This is an optimization exercise on Yosys and OpenROAD, whose aim is small area, a short achievable clock period and few clock cycles per item, not a production implementation. Only simulation tests tie the RTL to the original design; equivalence was not proved.

`config.mk`:
```
export PLATFORM = sky130hd
export DESIGN_NAME = sw_core
export DESIGN_NICKNAME = sw_core
export VERILOG_FILES = /design/flow/design.v
export SDC_FILE = /design/flow/constraint.sdc
export NUM_CORES = 4
export LEC_CHECK = 0
export CAP_MARGIN = 20
export CORE_MARGIN = 2
export CORE_UTILIZATION = 40
export SLEW_MARGIN = 20
```
`constraint.sdc`:
```
create_clock -name core_clock -period 13.0 [get_ports {clk}]
set_input_delay 2.6000 -clock core_clock [delete_from_list [all_inputs] [get_ports {clk}]]
set_output_delay 2.6000 -clock core_clock [all_outputs]
set_load 0.01 [all_outputs]
```
`design.v`:
```
`default_nettype none
package sw_pkg;
    localparam int REF_MAX_LEN  = 16;
    localparam int READ_MAX_LEN = 8;
    localparam int SCORE_W      = 10;
    typedef logic [1:0] base_t;
    typedef logic signed [SCORE_W-1:0] score_t;
    typedef logic [2*REF_MAX_LEN-1:0]  ref_seq_t;
    typedef logic [2*READ_MAX_LEN-1:0] read_seq_t;
    typedef logic [$clog2(REF_MAX_LEN):0]    ref_len_t;
    typedef logic [$clog2(READ_MAX_LEN):0]   read_len_t;
    typedef logic [$clog2(REF_MAX_LEN)-1:0]  ref_idx_t;
    typedef logic [$clog2(READ_MAX_LEN)-1:0] read_idx_t;
    localparam score_t MATCH_SCORE      = 5;
    localparam score_t MISMATCH_PENALTY = 2;
    localparam score_t GAP_OPEN         = 3;
    localparam score_t GAP_EXTEND       = 1;
    localparam logic [1:0] LD_IDLE   = 2'd0;
    localparam logic [1:0] LD_STREAM = 2'd1;
    localparam logic [1:0] LD_DRAIN  = 2'd2;
    localparam logic [1:0] LD_WAIT   = 2'd3;
endpackage
`default_nettype wire
`timescale 1ns/1ps
`default_nettype none
module sw_seq_loader (
    input  logic              clk,
    input  logic              rst,
    input  logic              i_valid,
    input  sw_pkg::ref_seq_t  i_ref_seq,
    input  sw_pkg::read_seq_t i_read_seq,
    input  sw_pkg::ref_len_t  i_ref_len,
    input  sw_pkg::read_len_t i_read_len,
    input  logic              i_scan_busy,
    output logic              o_ready,
    output logic              o_start,
    output logic              o_stream_valid,
    output sw_pkg::base_t     o_stream_base,
    output sw_pkg::read_seq_t o_read_seq,
    output sw_pkg::read_len_t o_read_len,
    output logic              o_scan_start
);
    logic [1:0] state;
    sw_pkg::ref_len_t   cnt;
    sw_pkg::ref_len_t   ref_len_q;
    sw_pkg::ref_seq_t   ref_shift;
    logic       last_base;
    logic       drain_done;
    assign last_base  = (cnt == ref_len_q - sw_pkg::ref_len_t'(1));
    assign drain_done = (cnt == sw_pkg::ref_len_t'(sw_pkg::READ_MAX_LEN - 1));
    assign o_ready        = (state == sw_pkg::LD_IDLE);
    assign o_stream_valid = (state == sw_pkg::LD_STREAM);
    assign o_stream_base  = ref_shift[1:0];
    assign o_start        = (state == sw_pkg::LD_STREAM) && (cnt == '0);
    assign o_scan_start   = (state == sw_pkg::LD_DRAIN) && drain_done;
    always_ff @(posedge clk or posedge rst) begin
        if (rst) begin
            state <= sw_pkg::LD_IDLE;
            cnt   <= '0;
        end else begin
            case (state)
                sw_pkg::LD_IDLE: begin
                    if (i_valid) begin
                        state <= sw_pkg::LD_STREAM;
                    end
                end
                sw_pkg::LD_STREAM: begin
                    if (last_base) begin
                        cnt   <= '0;
                        state <= sw_pkg::LD_DRAIN;
                    end else begin
                        cnt <= cnt + 1'b1;
                    end
                end
                sw_pkg::LD_DRAIN: begin
                    if (drain_done) begin
                        cnt   <= '0;
                        state <= sw_pkg::LD_WAIT;
                    end else begin
                        cnt <= cnt + 1'b1;
                    end
                end
                sw_pkg::LD_WAIT: begin
                    if (!i_scan_busy) begin
                        state <= sw_pkg::LD_IDLE;
                    end
                end
                default: state <= sw_pkg::LD_IDLE;
            endcase
        end
    end
    always_ff @(posedge clk) begin
        if (o_ready && i_valid) begin
            ref_shift  <= i_ref_seq;
            ref_len_q  <= i_ref_len;
            o_read_seq <= i_read_seq;
            o_read_len <= i_read_len;
        end else if (state == sw_pkg::LD_STREAM) begin
            ref_shift <= ref_shift >> 2;
        end
    end
endmodule
`default_nettype wire
`timescale 1ns/1ps
`default_nettype none
module sw_pe (
    input  logic             clk,
    input  logic             rst,
    input  logic             i_start,
    input  logic             i_row_en,
    input  logic             i_valid,
    input  sw_pkg::base_t    i_ref_base,
    input  sw_pkg::base_t    i_read_base,
    input  sw_pkg::score_t   i_top_h,
    input  sw_pkg::score_t   i_top_f,
    output logic             o_valid,
    output sw_pkg::base_t    o_ref_base,
    output sw_pkg::score_t   o_h,
    output sw_pkg::score_t   o_f,
    output sw_pkg::score_t   o_row_best,
    output sw_pkg::ref_idx_t o_row_best_col
);
    sw_pkg::score_t   e_q;
    sw_pkg::score_t   diag_q;
    sw_pkg::ref_idx_t col_q;
    sw_pkg::score_t   left_h;
    sw_pkg::score_t   left_e;
    sw_pkg::score_t   diag;
    sw_pkg::score_t   cur_best;
    sw_pkg::ref_idx_t cur_col;
    sw_pkg::score_t   h_diag;
    sw_pkg::score_t   e_new;
    sw_pkg::score_t   f_new;
    sw_pkg::score_t   h_new;
    logic     update;
    function automatic sw_pkg::score_t max2(input sw_pkg::score_t a, input sw_pkg::score_t b);
        max2 = (a > b) ? a : b;
    endfunction
    assign left_h   = i_start ? '0 : o_h;
    assign left_e   = i_start ? '0 : e_q;
    assign diag     = i_start ? '0 : diag_q;
    assign cur_best = i_start ? '0 : o_row_best;
    assign cur_col  = i_start ? '0 : col_q;
    assign h_diag = (i_ref_base == i_read_base) ? diag + sw_pkg::MATCH_SCORE : diag - sw_pkg::MISMATCH_PENALTY;
    assign e_new  = max2(max2(left_e - sw_pkg::GAP_EXTEND, left_h - sw_pkg::GAP_OPEN), '0);
    assign f_new  = max2(max2(i_top_f - sw_pkg::GAP_EXTEND, i_top_h - sw_pkg::GAP_OPEN), '0);
    assign h_new  = max2(max2(e_new, f_new), max2(h_diag, '0));
    assign update = i_valid && i_row_en;
    always_ff @(posedge clk or posedge rst) begin
        if (rst) begin
            o_valid <= 1'b0;
        end else begin
            o_valid <= i_valid;
        end
    end
    always_ff @(posedge clk) begin
        o_ref_base <= i_ref_base;
        diag_q     <= i_start ? '0 : i_top_h;
        if (i_start) begin
            o_h            <= '0;
            e_q            <= '0;
            o_f            <= '0;
            col_q          <= '0;
            o_row_best     <= '0;
            o_row_best_col <= '0;
        end
        if (update) begin
            o_h   <= h_new;
            e_q   <= e_new;
            o_f   <= f_new;
            col_q <= cur_col + 1'b1;
            if (h_new > cur_best) begin
                o_row_best     <= h_new;
                o_row_best_col <= cur_col;
            end
        end
    end
endmodule
`default_nettype wire
`timescale 1ns/1ps
`default_nettype none
module sw_pe_array (
    input  logic              clk,
    input  logic              rst,
    input  logic              i_start,
    input  logic              i_stream_valid,
    input  sw_pkg::base_t     i_stream_base,
    input  sw_pkg::read_seq_t i_read_seq,
    input  sw_pkg::read_len_t i_read_len,
    input  sw_pkg::read_idx_t i_row_sel,
    output sw_pkg::score_t    o_row_best,
    output sw_pkg::ref_idx_t  o_row_best_col
);
    logic     valid_link   [0:sw_pkg::READ_MAX_LEN];
    sw_pkg::base_t    base_link    [0:sw_pkg::READ_MAX_LEN];
    sw_pkg::score_t   h_link       [0:sw_pkg::READ_MAX_LEN];
    sw_pkg::score_t   f_link       [0:sw_pkg::READ_MAX_LEN];
    sw_pkg::score_t   row_best     [0:sw_pkg::READ_MAX_LEN-1];
    sw_pkg::ref_idx_t row_best_col [0:sw_pkg::READ_MAX_LEN-1];
    logic [sw_pkg::READ_MAX_LEN-1:0] row_en;
    assign valid_link[0] = i_stream_valid;
    assign base_link[0]  = i_stream_base;
    assign h_link[0] = '0;
    assign f_link[0] = '0;
    generate
        for (genvar j = 0; j < sw_pkg::READ_MAX_LEN; j++) begin : g_pe
            assign row_en[j] = (sw_pkg::read_len_t'(j) < i_read_len);
            sw_pe pe_inst (
                .clk            (clk),
                .rst            (rst),
                .i_start        (i_start),
                .i_row_en       (row_en[j]),
                .i_valid        (valid_link[j]),
                .i_ref_base     (base_link[j]),
                .i_read_base    (i_read_seq[2*j +: 2]),
                .i_top_h        (h_link[j]),
                .i_top_f        (f_link[j]),
                .o_valid        (valid_link[j+1]),
                .o_ref_base     (base_link[j+1]),
                .o_h            (h_link[j+1]),
                .o_f            (f_link[j+1]),
                .o_row_best     (row_best[j]),
                .o_row_best_col (row_best_col[j])
            );
        end
    endgenerate
    assign o_row_best     = row_best[i_row_sel];
    assign o_row_best_col = row_best_col[i_row_sel];
endmodule
`default_nettype wire
`timescale 1ns/1ps
`default_nettype none
module sw_max_select (
    input  logic              clk,
    input  logic              rst,
    input  logic              i_scan_start,
    input  sw_pkg::read_len_t i_read_len,
    input  sw_pkg::score_t    i_row_best,
    input  sw_pkg::ref_idx_t  i_row_best_col,
    input  logic              i_ready,
    output sw_pkg::read_idx_t o_row_sel,
    output logic              o_scan_busy,
    output logic              o_valid,
    output sw_pkg::score_t    o_score,
    output sw_pkg::read_idx_t o_row,
    output sw_pkg::ref_idx_t  o_column
);
    logic scanning;
    logic last_row;
    logic take;
    assign last_row = (sw_pkg::read_len_t'(o_row_sel) == i_read_len - sw_pkg::read_len_t'(1))
                   || (o_row_sel == sw_pkg::read_idx_t'(sw_pkg::READ_MAX_LEN - 1));
    assign take = (o_row_sel == '0) || (i_row_best > o_score);
    always_ff @(posedge clk or posedge rst) begin
        if (rst) begin
            scanning    <= 1'b0;
            o_scan_busy <= 1'b0;
            o_valid     <= 1'b0;
            o_row_sel   <= '0;
        end else begin
            if (i_scan_start) begin
                scanning    <= 1'b1;
                o_scan_busy <= 1'b1;
                o_row_sel   <= '0;
            end else if (scanning) begin
                if (last_row) begin
                    scanning <= 1'b0;
                    o_valid  <= 1'b1;
                end else begin
                    o_row_sel <= o_row_sel + 1'b1;
                end
            end
            if (o_valid && i_ready) begin
                o_valid     <= 1'b0;
                o_scan_busy <= 1'b0;
            end
        end
    end
    always_ff @(posedge clk) begin
        if (scanning && take) begin
            o_score  <= i_row_best;
            o_row    <= o_row_sel;
            o_column <= i_row_best_col;
        end
    end
endmodule
`default_nettype wire
`timescale 1ns/1ps
`default_nettype none
module sw_core (
    input  logic              clk,
    input  logic              rst,
    input  logic              i_valid,
    input  sw_pkg::ref_seq_t  i_ref_seq,
    input  sw_pkg::read_seq_t i_read_seq,
    input  sw_pkg::ref_len_t  i_ref_len,
    input  sw_pkg::read_len_t i_read_len,
    input  logic              i_ready,
    output logic              o_ready,
    output logic              o_valid,
    output sw_pkg::score_t    o_score,
    output sw_pkg::read_idx_t o_row,
    output sw_pkg::ref_idx_t  o_column
);
    logic      start;
    logic      stream_valid;
    sw_pkg::base_t     stream_base;
    sw_pkg::read_seq_t read_seq;
    sw_pkg::read_len_t read_len;
    logic      scan_start;
    logic      scan_busy;
    sw_pkg::read_idx_t row_sel;
    sw_pkg::score_t    row_best;
    sw_pkg::ref_idx_t  row_best_col;
    sw_seq_loader loader_inst (
        .clk            (clk),
        .rst            (rst),
        .i_valid        (i_valid),
        .i_ref_seq      (i_ref_seq),
        .i_read_seq     (i_read_seq),
        .i_ref_len      (i_ref_len),
        .i_read_len     (i_read_len),
        .i_scan_busy    (scan_busy),
        .o_ready        (o_ready),
        .o_start        (start),
        .o_stream_valid (stream_valid),
        .o_stream_base  (stream_base),
        .o_read_seq     (read_seq),
        .o_read_len     (read_len),
        .o_scan_start   (scan_start)
    );
    sw_pe_array array_inst (
        .clk            (clk),
        .rst            (rst),
        .i_start        (start),
        .i_stream_valid (stream_valid),
        .i_stream_base  (stream_base),
        .i_read_seq     (read_seq),
        .i_read_len     (read_len),
        .i_row_sel      (row_sel),
        .o_row_best     (row_best),
        .o_row_best_col (row_best_col)
    );
    sw_max_select select_inst (
        .clk            (clk),
        .rst            (rst),
        .i_scan_start   (scan_start),
        .i_read_len     (read_len),
        .i_row_best     (row_best),
        .i_row_best_col (row_best_col),
        .i_ready        (i_ready),
        .o_row_sel      (row_sel),
        .o_scan_busy    (scan_busy),
        .o_valid        (o_valid),
        .o_score        (o_score),
        .o_row          (o_row),
        .o_column       (o_column)
    );
endmodule
`default_nettype wire
```
`run.sh`:
```
#!/bin/bash
# synth_recipe.tcl (not shown) runs the flow's synth.tcl, then flattens the netlist and writes it again
# the make line also repeats each setting of config.mk as NAME=value (left out here)
make -C /OpenROAD-flow-scripts/flow DESIGN_CONFIG=/design/flow/config.mk WORK_HOME=/design/flow/orfs CLKGATE_MAP_FILE= SYNTH_SCRIPT=/design/flow/synth_recipe.tcl finish
```
==> summary.txt <==
Detailed routing
  – Iter 0 DRT Violations: 2,914
  – Met3 WL: 6010 um
  – DRT antenna net count: 0
  – Wire length on met2: 54,400 um
  – Avg WL per Cell: 18.4 um
  – Via count: 36.7k
  – DR DRC count: 0
  – DR vias/cell: 5.62
  – M1 WL: 56,200 um
  – Top sig layer: met4
  – TritonRoute pass-1 iters: 9
  – WL final: 120,000 um

Global routing
  – GRT overflow: 0
  – Largest net degree at the start of global routing: 122
  – First-pass GRT wire length: 191,000 um
  – Total GRT Usage: 22.1%
  – Initial antenna violation count: 1
  – Vias in the first global route: 34.9k

Worst setup path
  – CP max stage cell: buf_4
  – Register-to-Register Path Depth: 53
  – Worst Path Arrival: 12.40 ns
  – CP most frequent cell: o21a_1
  – RR Endpoint: array_inst.g_pe[2].pe_inst.o_row_best[7]
  – Setup crit end kind: register
  – Critical path peak fanout: 55
  – Crit path launch: loader_inst.state[1]
  – Worst r2r src: loader_inst.state[1]
  – Critical path class: reg -> reg
  – Data required, critical path: 13.48 ns
  – Reg2reg setup slack: 1.08 ns
  – CP max stage delay: 0.51 ns
  – Crit start category: register

Clocking
  – CTS tree: built
  – H-tree Lvls: 3
  – Clk latency of the worst-skew pair: 0.65 ns
  – Setup repair bufs after CTS: 0
  – Clock-pin transition on the worst setup and hold timing paths: 0.06 ns
  – CTS root buf: clkbuf_16
  – Sinks on Clock Net: 542
  – CTS buffer count: 70
  – Longest Clk Path Bufs: 3

Min path
  – Hold Crit Depth: 0
  – Hold Path Origin: array_inst.g_pe[4].pe_inst.o_ref_base[0]
  – Min-Delay Endpoint: array_inst.g_pe[5].pe_inst.o_ref_base[0]
  – HP Class: reg -> reg

Floorplan
  – Core footprint: 103,000 um2
  – Die area: 106,000 um2
  – # IOs: 80
  – DIE HEIGHT: 326 um
  – Starting Density: 40.2%
  – Die X: 326 um
  – # rows: 118

STA
  – Period utilization: 91.7%
  – Worst-margin pin slew: 1.07 ns
  – Setup violators final: 0
  – Pins over their slew limit: 0
  – Minimum clock period: 11.92 ns
  – Final Hold Vio Count: 0
  – Highest clock rate: 0.0839 GHz
  – Slew Limit Headroom: 28.3%
  – Unrepaired setup endpoints after global routing: false
  – Max Clock Skew: 0.0378 ns
  – Fin Setup TNS: 0 ns

Flow run
  – # Max-Cap Violations: 0

Placed design
  – RD Place Congestion: 0.932
  – PortBufs: 79
  – HPWL Detailed: 91,500 um

Status
  – Status: complete, no violations

Yosys
  – FFs w/ async S/R, synth: 3.69%
  – Synth unique cells: 94
  – Synth Area per Inst: 8.18 um2
  – Post-synth EDFFs: 134
  – Total number of yosys warnings: 14
  – Sequential area share after synthesis: 29.7%
  – Ys flop type: dfxtp_1
  – #FFs+latches synth: 542
  – Post-synthesis cell count: 5,062
  – Synth Cell Area: 41,400 um2

Finish
  – Layout net count: 5,585
  – Layout cell share with drive strength beyond 1: 7.11%
  – Area delta synth->final: 11.4%
  – Fill count: 10.3k
flip-flops by register name, indices dropped and copies added, names as in the netlist, 10 cells and up:
name	cells
array_inst.g_pe.pe_inst.o_row_best_col	32
loader_inst.o_read_seq	16
array_inst.g_pe.pe_inst.col_q	32
loader_inst.ref_shift	32
array_inst.g_pe.pe_inst.o_h	80
array_inst.g_pe.pe_inst.o_f	60
array_inst.g_pe.pe_inst.e_q	80
array_inst.g_pe.pe_inst.diag_q	70
select_inst.o_score	10
array_inst.g_pe.pe_inst.o_row_best	80
array_inst.g_pe.pe_inst.o_ref_base	14
area by class of cell:
type	instances	area, um2	share of cell area, %
multi-input cells	3999	27300	59.1
flip-flops and latches	542	12300	26.7
clock buffers	94	1950	4.22
well taps	1380	1730	3.74
repair buffers	136	1250	2.71
inverters	331	1240	2.69
clock inverters	35	378	0.819
diodes	1	2.50	0.00543
placed cells by master (no fill, tap or decap), types with 75 or more instances in the layout:
master | synthesis | final
xor2_1 | 108 | 108
and2_1 | 140 | 140
dfxtp_1 | 388 | 388
nand3_1 | 128 | 128
o21ai_0 | 291 | 289
clkdlybuf4s50_1 | 0 | 79
a21oi_1 | 241 | 241
a21o_1 | 75 | 75
nand2_1 | 561 | 560
xnor2_1 | 131 | 131
nand4_1 | 92 | 92
nor3_1 | 111 | 111
ha_1 | 444 | 444
mux2_2 | 87 | 87
mux2i_1 | 140 | 140
edfxtp_1 | 134 | 134
nor2_1 | 452 | 451
o21a_1 | 118 | 118
inv_1 | 331 | 330
synth_stat cells (46+ instances only):
library cell / n / share of area (%)
nand2_1: 561 / 5.1
nor2_1: 452 / 4.1
ha_1: 444 / 13
dfxtp_1: 388 / 19
inv_1: 331 / 3.0
o21ai_0: 291 / 3.5
a21oi_1: 241 / 2.9
clkbuf_1: 184 / 1.7
and2_1: 140 / 2.1
mux2i_1: 140 / 3.4
edfxtp_1: 134 / 9.7
xnor2_1: 131 / 2.8
nand3_1: 128 / 1.5
o21a_1: 118 / 2.1
nor3_1: 111 / 1.3
xor2_1: 108 / 2.3
nand4_1: 92 / 1.4
mux2_2: 87 / 2.4
a21o_1: 75 / 1.4
nor2b_1: 59 / 0.89
or3_1: 54 / 0.82
o211ai_1: 50 / 0.91
o31ai_1: 46 / 0.83
logic make-up (layout without fill, tap and decap cells):
kind of cell / count (synthesis) / in the layout / synth area share (%)
AOI/OAI and AO/OA: 1210 / 1210 / 19.6
xor gates and xnor gates: 239 / 239 / 5.06
adders and majority gates: 444 / 444 / 13.4
buffers and inverters: 559 / 596 / 5.10
DFF: 542 / 542 / 29.7
muxes: 227 / 227 / 5.75
other: 2 / 41 / 0.0181
and+or+nand+nor: 1839 / 1839 / 21.4
stage by stage:
stage          cell area, um2  setup slack, ns  util [%]  instances  hold WS (ns)
6_report                46100             1.08      44.7       6518         0.363
3_5_place_dp            43800            0.828      42.5       6388         0.357
4_1_cts                 46100            0.761      44.7       6517         0.364
2_1_floorplan           41500            0.436         -       5100         0.349
3_3_place_gp            43700            0.893      42.4       6387         0.352
5_1_grt                 46100            0.181      44.7       6517         0.377
worst max-delay path by stage:
stage	cells after the start	endpoint	slack (ns)
3_5_place_dp	53	array_inst.g_pe[2].pe_inst.o_row_best[7]	0.83
2_1_floorplan	65	array_inst.g_pe[6].pe_inst.o_row_best[2]	0.44
3_3_place_gp	53	array_inst.g_pe[2].pe_inst.o_row_best[7]	0.89
5_1_grt	51	array_inst.g_pe[1].pe_inst.o_row_best[0]	0.18
4_1_cts	53	array_inst.g_pe[2].pe_inst.o_row_best[7]	0.76
6_report	53	array_inst.g_pe[2].pe_inst.o_row_best[7]	1.08
repair_timing:
| item | in CTS | in global routing |
|---|---|---|
| resized for setup | 0 | 2 |
| endpoints found under the setup margin | 0 | 5 |
| hold buffers | 0 | 0 |
per-layer routing:
metal  global-route usage [%]  vias to the layer above
met5                        0                        -
met4                     7.04                        0
met3                     2.41                      177
met2                     36.0                      942
met1                     30.7                    17300
li1                         -                    18200
critical path: cells and delay by family (launching register included):
kind | cells | cell delay (ns)
AOI/OAI and AO/OA | 27 | 5.46
xor gates and xnor gates | 1 | 0.19
adders and majority gates | 6 | 1.86
buffers and inverters | 5 | 1.30
DFF | 1 | 0.39
muxes | 2 | 0.48
and+or+nand+nor | 12 | 1.98
Testbench counts, summed over its fixed seeds: cycles 47,160, jobs 1,600.

[re-timing with driven ports]
In the flow no input, the clock included, has a driving cell. The finished layout below was timed again as built, in two steps. Step 1 assumes that a clkbuf_16 drives the clock port and a buf_2 every other input. Step 2 moves the port delays by t, midway between the first and last clock arrival at a register: inputs arrive t later, outputs are due t later. That takes back most of the time a late clock gives input paths. Slacks: no drivers / after step 1 / after step 2; pairs: no drivers / after step 1.
t (ns): 0.701
setup WS [ns]: 1.084 / 1.084 / 1.084
hold WS [ns]: 0.363 / 0.363 / 0.363
worst setup path after step 2: register to register
After both steps this run still meets setup and hold. The setup slack of this run moves by 0.000 ns with the drivers and by 0.000 ns with both steps.
